From an optimization exercise on the open Yosys and OpenROAD flow, aimed at small area; shortcuts taken in it are not production practice. At most, simulation tests tie the RTL to the original design; equivalence was not proved. No activity file was given, so power comes from the tool's default toggle rates.

Setup of before:
==> module char_pool, before the edit <==
module char_pool (
	input  logic       clk,
	input  logic       arst_n,
	input  logic       run,
	input  logic       frame_tick,
	input  logic       spawn_tick,
	input  logic       letter_press,
	input  logic [4:0] letter_code,
	input  logic       enter_finish,
	input  logic [2:0] slot_sel,
	output logic       slot_valid,
	output logic [11:0] slot_x,
	output logic [11:0] slot_y,
	output logic [7:0] slot_text,
	output logic [1:0] slot_color,
	output logic       hit_pulse,
	output logic       miss_pulse
);
	localparam int N = 8;
	logic [1:0] kind [N];
	logic [2:0] sub  [N];
	logic [5:0] col  [N];
	logic [4:0] code [N];
	logic [8:0] row  [N];
	logic [31:0] l0;
	logic [5:0]  l1;
	logic [1:0]  l2;
	logic        lfsr_step;
	logic [4:0]  rand_code;
	logic [N-1:0] valid;
	logic         free_found;
	logic [2:0]   free_idx;
	logic [3:0] scan_step;
	logic       judge_step;
	logic [2:0] idx;
	logic [8:0] dec;
	logic [4:0] pend_code;
	logic [4:0] cur_code;
	logic       best_found;
	logic [2:0] best_idx;
	logic [8:0] best_y;
	logic [2:0] m_st;
	logic [8:0] m_row;
	logic [4:0] m_code;
	logic       m_white;
	logic       cand;
	logic       bound_hit;
	logic       in_band;
	logic       judge;
	assign lfsr_step = spawn_tick && !enter_finish;
	assign rand_code = (l0[4:0] < 5'd26) ? l0[4:0] + 5'd1 : l0[4:0] - 5'd25;
	always_ff @(posedge clk or negedge arst_n) begin
		if (!arst_n) begin
			l0 <= 32'h938ab4e1;
			l1 <= 6'(32'h2a912bdf);
			l2 <= 2'(32'hea57d2ac);
		end else if (lfsr_step) begin
			l0 <= {l0[22] ^ l0[2] ^ l0[1] ^ l0[0], l0[31:1]};
			l1 <= {l0[0] ^ l0[2] ^ l0[7] ^ l0[8] ^ l0[10] ^ l0[14] ^ l0[15] ^ l0[26] ^ l0[30] ^ l1[1] ^ l2[0], l1[5:1]};
			l2 <= {l0[2] ^ l0[3] ^ l0[12] ^ l0[13] ^ l0[16] ^ l0[17] ^ l0[18] ^ l0[20] ^ l0[26] ^ l0[27] ^ l0[31] ^ l1[4], l2[1]};
		end
	end
	always_comb begin
		free_found = 1'b0;
		free_idx   = '0;
		for (int i = N - 1; i >= 0; i--) begin
			valid[i] = (kind[i] != 2'b00) || sub[i][2];
			if (!valid[i]) begin
				free_found = 1'b1;
				free_idx   = 3'(i);
			end
		end
	end
	assign judge_step = scan_step[3];
	assign idx        = judge_step ? best_idx : scan_step[2:0];
	always_comb
		for (int k = 0; k < 9; k++)
			dec[k] = (scan_step == 4'(k));
	logic [N-1:0] isel;
	always_comb begin
		m_st = '0; m_row = '0; m_code = '0;
		for (int i = 0; i < N; i++) begin
			isel[i] = (idx == 3'(i));
			m_st   = m_st   | ({kind[i], sub[i][2]} & {3{isel[i]}});
			m_row  = m_row  | (row[i]  & {9{isel[i]}});
			m_code = m_code | (code[i] & {5{isel[i]}});
		end
	end
	assign m_white = (m_st == 3'b001);
	assign cand = run && !judge_step && m_white && (m_code == cur_code) &&
		(m_row < 9'(400)) && (!best_found || (m_row > best_y));
	assign bound_hit = run && !judge_step && m_white && (m_row >= 9'(400));
	assign in_band   = (m_row >= 9'(320)) && (m_row < 9'(400));
	assign judge     = run && judge_step && best_found;
	assign hit_pulse  = judge && in_band;
	assign miss_pulse = bound_hit || (judge && !in_band);
	always_ff @(posedge clk or negedge arst_n) begin
		if (!arst_n) begin
			scan_step  <= '0;
			pend_code  <= '0;
			cur_code   <= '0;
			best_found <= 1'b0;
		end else if (enter_finish) begin
			scan_step  <= '0;
			pend_code  <= '0;
			cur_code   <= '0;
			best_found <= 1'b0;
		end else if (run) begin
			if (letter_press)
				pend_code <= letter_code;
			if (cand)
				best_found <= 1'b1;
			if (judge_step) begin
				cur_code   <= letter_press ? letter_code : pend_code;
				pend_code  <= '0;
				best_found <= 1'b0;
				scan_step  <= '0;
			end else begin
				scan_step <= scan_step + 1'b1;
			end
		end
	end
	always_ff @(posedge clk) begin
		if (cand) begin
			best_idx <= idx;
			best_y   <= m_row;
		end
	end
	for (genvar i = 0; i < N; i++) begin : g_slot
		logic sel, spawn_here, mark, fade_ev, colored, white;
		assign sel        = isel[i];
		assign spawn_here = spawn_tick && free_found && (free_idx == 3'(i));
		assign mark       = sel && (bound_hit || judge);
		assign colored    = (kind[i] != 2'b00);
		assign white      = !colored && sub[i][2];
		assign fade_ev    = run && colored && (kind[i][1] ? dec[3] : dec[(i + 4) % 9]);
		always_ff @(posedge clk or negedge arst_n) begin
			if (!arst_n) begin
				kind[i]   <= 2'b00;
				sub[i][2] <= 1'b0;
			end else if (enter_finish) begin
				kind[i]   <= 2'b00;
				sub[i][2] <= 1'b0;
			end else if (spawn_here) begin
				sub[i][2] <= 1'b1;
			end else if (mark) begin
				kind[i]   <= !judge ? 2'b01 : in_band ? 2'b11 : 2'b10;
				sub[i][2] <= 1'b0;
			end else if (fade_ev) begin
				if (sub[i] == 3'd4) begin
					kind[i]   <= 2'b00;
					sub[i][2] <= 1'b0;
				end else
					sub[i][2] <= sub[i][1] & sub[i][0];
			end
		end
		always_ff @(posedge clk) begin
			if (spawn_here) begin
				col[i]       <= l1;
				code[i]      <= rand_code;
				sub[i][1:0]  <= l2;
				row[i]       <= '0;
			end else begin
				if (frame_tick && white)
					row[i] <= row[i] + 9'(sub[i][1:0]) + 9'd1;
				if (mark)
					sub[i][1:0] <= 2'd0;
				else if (fade_ev)
					sub[i][1:0] <= sub[i][1:0] + 1'b1;
			end
		end
	end
	logic [N-1:0] rsel;
	logic [2:0] r_st;
	logic [5:0] r_col;
	logic [8:0] r_row;
	logic [4:0] r_code;
	always_comb begin
		r_st = '0; r_col = '0; r_row = '0; r_code = '0;
		for (int i = 0; i < N; i++) begin
			rsel[i] = (slot_sel == 3'(i));
			r_st   = r_st   | ({kind[i], sub[i][2]} & {3{rsel[i]}});
			r_col  = r_col  | (col[i]  & {6{rsel[i]}});
			r_row  = r_row  | (row[i]  & {9{rsel[i]}});
			r_code = r_code | (code[i] & {5{rsel[i]}});
		end
		slot_valid = |r_st;
		slot_color = {r_st[2] & r_st[1], r_st[2] ^ r_st[1]};
		slot_x     = {2'b00, 7'(r_col) + 7'(15), 3'b000};
		slot_y     = {3'b000, r_row};
		slot_text  = {3'b010, r_code};
	end
endmodule
clock: 10.0 ns
lec_check: 0
cap_margin: 20
core_margin: 2
core_utilization: 40
slew_margin: 20
standard.sh (not shown) runs the stock make flow with config.mk's settings and CLKGATE_MAP_FILE= SYNTH_SCRIPT=/design/flow/synth_recipe.tcl, a recipe that flattens the netlist after the stock synthesis.
==> flow/flow/run.sh <==
#!/bin/bash
# The standard layout (standard.sh) with three changes:
#  - synthesis: synth_recipe.tcl as is, but ABC maps for area (flow/area.abc);
#  - clock tree: no dummy loads, small clock buffers in small clusters;
#  - ports: buffered with the smallest buffer.
# Each ORFS step keeps its own log under orfs/logs; make's output goes to
# standard.log.
set -euo pipefail
here=$(pwd)
export FLOW_AREA_ABC=$here/flow/area.abc
export FLOW_SYNTH_TCL=$here/synth_recipe.tcl
export CTS_ARGS="-sink_clustering_enable -repair_clock_nets -sink_clustering_size 8 -sink_clustering_max_diameter 50 -buf_list sky130_fd_sc_hd__clkbuf_4 -dont_use_dummy_load"
export BUFFER_PORTS_ARGS="-buffer_cell sky130_fd_sc_hd__buf_1"
sed "s#SYNTH_SCRIPT=[^ ]*#SYNTH_SCRIPT=$here/flow/synth_area.tcl#" standard.sh > standard_area.sh
grep -q "SYNTH_SCRIPT=$here/flow/synth_area.tcl" standard_area.sh
bash standard_area.sh > standard.log 2>&1
==> flow/flow/area.abc <==
strash
&get -n
&fraig -x
&put
scorr
dc2
strash
&get -n
&dch -f
&nf -R 1000 -p
&put
==> flow/flow/synth_area.tcl <==
# The standard synthesis script (synth_recipe.tcl, unchanged), with only the
# ABC script of the technology-mapping step swapped for an area-oriented one.
# Flip-flops are mapped before ABC runs, so the registers are the standard ones.
proc abc {args} {
  set i [lsearch -exact $args -script]
  if { $i >= 0 } { lset args [expr {$i + 1}] $::env(FLOW_AREA_ABC) }
  yosys abc {*}$args
}
source $::env(FLOW_SYNTH_TCL)
--- input diff before..after ---
--- a/flow/design.v
+++ b/flow/design.v
@@ -132,6 +132,4 @@
 	logic [4:0]  rand_code;
 	logic [N-1:0] valid;
-	logic         free_found;
-	logic [2:0]   free_idx;
 	logic [3:0] scan_step;
 	logic       judge_step;
@@ -164,14 +162,10 @@
 		end
 	end
+	logic [N-1:0] first_free;
 	always_comb begin
-		free_found = 1'b0;
-		free_idx   = '0;
-		for (int i = N - 1; i >= 0; i--) begin
+		for (int i = 0; i < N; i++)
 			valid[i] = (kind[i] != 2'b00) || sub[i][2];
-			if (!valid[i]) begin
-				free_found = 1'b1;
-				free_idx   = 3'(i);
-			end
-		end
+		for (int i = 0; i < N; i++)
+			first_free[i] = !valid[i] && ((valid & ((N)'(1) << i) - 1'b1) == ((N)'(1) << i) - 1'b1);
 	end
 	assign judge_step = scan_step[3];
@@ -233,5 +227,5 @@
 		logic sel, spawn_here, mark, fade_ev, colored, white;
 		assign sel        = isel[i];
-		assign spawn_here = spawn_tick && free_found && (free_idx == 3'(i));
+		assign spawn_here = spawn_tick && first_free[i];
 		assign mark       = sel && (bound_hit || judge);
 		assign colored    = (kind[i] != 2'b00);
@@ -251,9 +245,9 @@
 				sub[i][2] <= 1'b0;
 			end else if (fade_ev) begin
-				if (sub[i] == 3'd4) begin
+				if (sub[i] == 3'b110) begin
 					kind[i]   <= 2'b00;
 					sub[i][2] <= 1'b0;
 				end else
-					sub[i][2] <= sub[i][1] & sub[i][0];
+					sub[i][2] <= sub[i][1];
 			end
 		end
@@ -263,15 +257,20 @@
 				code[i]      <= rand_code;
 				sub[i][1:0]  <= l2;
-				row[i]       <= '0;
 			end else begin
-				if (frame_tick && white)
-					row[i] <= row[i] + 9'(sub[i][1:0]) + 9'd1;
 				if (mark)
 					sub[i][1:0] <= 2'd0;
 				else if (fade_ev)
-					sub[i][1:0] <= sub[i][1:0] + 1'b1;
+					sub[i][1:0] <= {sub[i][0], !sub[i][2]};
 			end
 		end
 	end
+	for (genvar i = 0; i < N; i++) begin : g_row
+		always_ff @(posedge clk) begin
+			if (!valid[i])
+				row[i] <= '0;
+			else if (frame_tick && (kind[i] == 2'b00))
+				row[i] <= row[i] + 9'(sub[i][1:0]) + 9'd1;
+		end
+	end
 	logic [N-1:0] rsel;
 	logic [2:0] r_st;
[summary]
No stage failed in after, and the final checks on the layout all came back clean. Re maximum number of pins on one net before global-route repair: after and before aren't equal, and the lower value belongs to after. Compared with before, in after cell area after layout saw a decrease, horizontal extent of the die saw a decrease. Comparing after and before, the higher total die area was measured on before. Between before and after, the flow reports synthesized cell count decreasing slightly. On required time of the critical path, after tracks before almost exactly. The clock group share of total power was comparable across after and before. Per the comparison of after with before, number of gates on the worst path with buffers counted rose 1, power moved down. Going from before to after, area after synthesis decreased 2.0%, part of the total power dissipated in sequential elements +1.2 points. Non-clock buffer count (lower): after.
Only the layout flow was run in after; the RTL was not checked for function there.

[port drivers added, routing unchanged]
The results above use ideal ports. As a check the final layouts listed here were re-extracted and re-timed, cells and wires unchanged.
Step 1: set_driving_cell puts a clkbuf_16 on clk and a buf_2 on each other input, an assumption about the parent block.
Step 2 adds t to the input delays and takes it off the output delays; t is the mean of the earliest and latest rising clock arrival at the registers after step 1. Input paths then give back, and output paths get back, about the clock's delay inside the block.
Three values: ideal, step 1, step 2; two values: the first two.
run | shift t [ns] | setup WS [ns] | worst data-port slew with drivers (ns) | pins driven straight from the clock port
before | 0.799 | 3.857 / 3.834 / 3.834 | 0.03 | 1
after | 0.772 | 3.709 / 3.683 / 3.683 | 0.06 | 1
After both steps every run listed still meets setup and hold. The setup slack of after, which loses most, moves by -0.026 ns with the drivers and by -0.026 ns with both steps.
